Source: an optimization exercise on an open RTL-to-GDS flow (aim: small area and a short achievable clock period). Production flows keep margins and buffers that such runs may drop. Only simulation tests tie the RTL to the original design; equivalence was not proved. No activity file was given, so power comes from the tool's default toggle rates.

## rob_top
module rob_top (
    input  logic                clk,
    input  logic                rst,
    input  logic                dispatch_valid,
    output logic                dispatch_ready,
    output rob_pkg::rob_idx_t   dispatch_idx,
    input  isa_pkg::word_t      dispatch_pc,
    input  isa_pkg::inst_kind_e dispatch_kind,
    input  logic                dispatch_predicted_taken,
    input  isa_pkg::word_t      dispatch_branch_target,
    input  isa_pkg::areg_t      dispatch_dest_areg,
    input  rob_pkg::preg_t      dispatch_dest_preg,
    input  logic                cdb_valid,
    input  rob_pkg::rob_idx_t   cdb_rob_idx,
    input  isa_pkg::word_t      cdb_data,
    output logic                commit_valid,
    input  logic                commit_ready,
    output isa_pkg::word_t      commit_pc,
    output isa_pkg::word_t      commit_result,
    output isa_pkg::areg_t      commit_dest_areg,
    output rob_pkg::preg_t      commit_dest_preg,
    output logic                redirect_valid,
    output isa_pkg::word_t      redirect_target
);
export LEC_CHECK = 0
export CAP_MARGIN = 20
export CORE_MARGIN = 2
export CORE_UTILIZATION = 55
export SETUP_SLACK_MARGIN = 2.3
export SLEW_MARGIN = 20
create_clock -name core_clock -period 4.5 [get_ports {clk}]
standard.sh (not shown) runs the stock make flow with config.mk's settings and CLKGATE_MAP_FILE= SYNTH_SCRIPT=/design/flow/synth_recipe.tcl, a recipe that flattens the netlist after the stock synthesis.
==> flow/flow/run.sh <==
#!/bin/bash
# The standard layout, with two changes to how it is made:
#  - the port buffers start as buf_2 instead of the resizer's default choice
#    (a delay cell); timing repair still resizes them as it needs;
#  - clock tree synthesis inserts no dummy loads.
set -euo pipefail
export BUFFER_PORTS_ARGS="-buffer_cell sky130_fd_sc_hd__buf_2"
export CTS_ARGS="-sink_clustering_enable -repair_clock_nets -dont_use_dummy_load"
bash standard.sh > standard_flow.log 2>&1
The first run completed with no timing, DRC or antenna violations.
Rerun with:
==> flow/run.sh (new file) <==
#!/bin/bash
# synth_recipe.tcl (not shown) runs the flow's synth.tcl, then flattens the netlist and writes it again
# the make line also repeats each setting of config.mk as NAME=value (left out here)
make -C /OpenROAD-flow-scripts/flow DESIGN_CONFIG=/design/flow/config.mk WORK_HOME=/design/flow/orfs CLKGATE_MAP_FILE= SYNTH_SCRIPT=/design/flow/synth_recipe.tcl finish
SETUP_SLACK_MARGIN = 2.0   (was 2.3)
removed: flow/flow/run.sh
removed: flow/standard.sh
- worst setup slack improves by 0.011 ns
- synthesized cell count is unchanged
- routed wire length goes down by 0.83%
- synthesized area does not change
- cell count is about the same
- combinational power goes down by about 7%
- clock-buffer cell count grows by 44
- die area does not change

* * *

== juniper ==
Another version of the RTL of rob_top (not shown whole).
Size in the first run: about 3200 cells after synthesis, ~230 I/O pins, about 52000 um2 of cells after synthesis.
export LEC_CHECK = 0
export CAP_MARGIN = 20
export CORE_MARGIN = 2
export CORE_UTILIZATION = 55
export SETUP_SLACK_MARGIN = 2.1
export SLEW_MARGIN = 20
create_clock -name core_clock -period 4.5 [get_ports {clk}]
==> flow/flow/run.sh <==
#!/bin/bash
# The standard layout, with two changes to how it is made:
#  - the port buffers start as buf_2 instead of the resizer's default choice
#    (a delay cell); timing repair still resizes them as it needs;
#  - clock tree synthesis clusters up to 24 sinks per leaf buffer and inserts
#    no dummy loads.
set -euo pipefail
export BUFFER_PORTS_ARGS="-buffer_cell sky130_fd_sc_hd__buf_2"
export CTS_ARGS="-sink_clustering_enable -repair_clock_nets -dont_use_dummy_load -sink_clustering_size 24 -sink_clustering_max_diameter 100"
bash standard.sh > standard_flow.log 2>&1
Input changes introduced in onyx (baseline for comparison: juniper):
--- a/flow/config.mk
+++ b/flow/config.mk
@@ -10 +10 @@
-export CORE_UTILIZATION = 55
+export CORE_UTILIZATION = 62
[summary]
Worst hold-check slack (higher): onyx. Comparing onyx and juniper, the lower all-layer global routing usage was measured on juniper. The lower proportion of total power due to net switching came out of onyx. Compare onyx and juniper | total of plain and repair buffers excluding clock buffers higher: onyx. Routed length on met2 went down by a few percent going from juniper to onyx. [diff] final instance area, onyx relative to juniper: improvement. Cmp onyx and juniper / sum of met3 wire segment lengths after detailed routing / lower: juniper. [compare] base=juniper new=onyx: maximum operating frequency up 1.0%; number of vias per cell after detailed routing up 0.24. Re setup skew after layout: onyx is 0.0059 ns up on juniper.

## what the ideal ports hide
The results above use ideal ports. As a check the final layouts listed here were re-extracted and re-timed, cells and wires unchanged. Step 1 sets driving cells, clkbuf_16 on the clock port and buf_2 on the other inputs (assumed; they add their load-dependent delay and slew). Step 2 moves the port delays by t, midway between the first and last clock arrival at a register: inputs arrive t later, outputs are due t later. That takes back most of the time a late clock gives input paths. a / b / c = no drivers / after step 1 / after step 2; a / b = the first two.
run | shift t [ns] | setup WS [ns] | worst setup path after step 2 | latest minus earliest clock arrival (ns) | worst slew at a driven data input, ns
the first run of note 1 | 0.797 | 1.970 / 1.970 / 1.341 | input to register | 0.053 / 0.052 | 0.13
the second run of note 1 | 0.806 | 1.981 / 1.964 / 1.295 | input to register | 0.026 / 0.026 | 0.13
juniper | 0.730 | 1.993 / 1.993 / 1.487 | input to register | 0.052 / 0.053 | 0.13
onyx | 0.688 | 2.018 / 2.018 / 1.518 | input to register | 0.054 / 0.053 | 0.16
After both steps setup and hold are still met in every run listed. The setup slack of the second run of note 1, which loses most, moves by -0.017 ns with the drivers and by -0.686 ns with both steps.
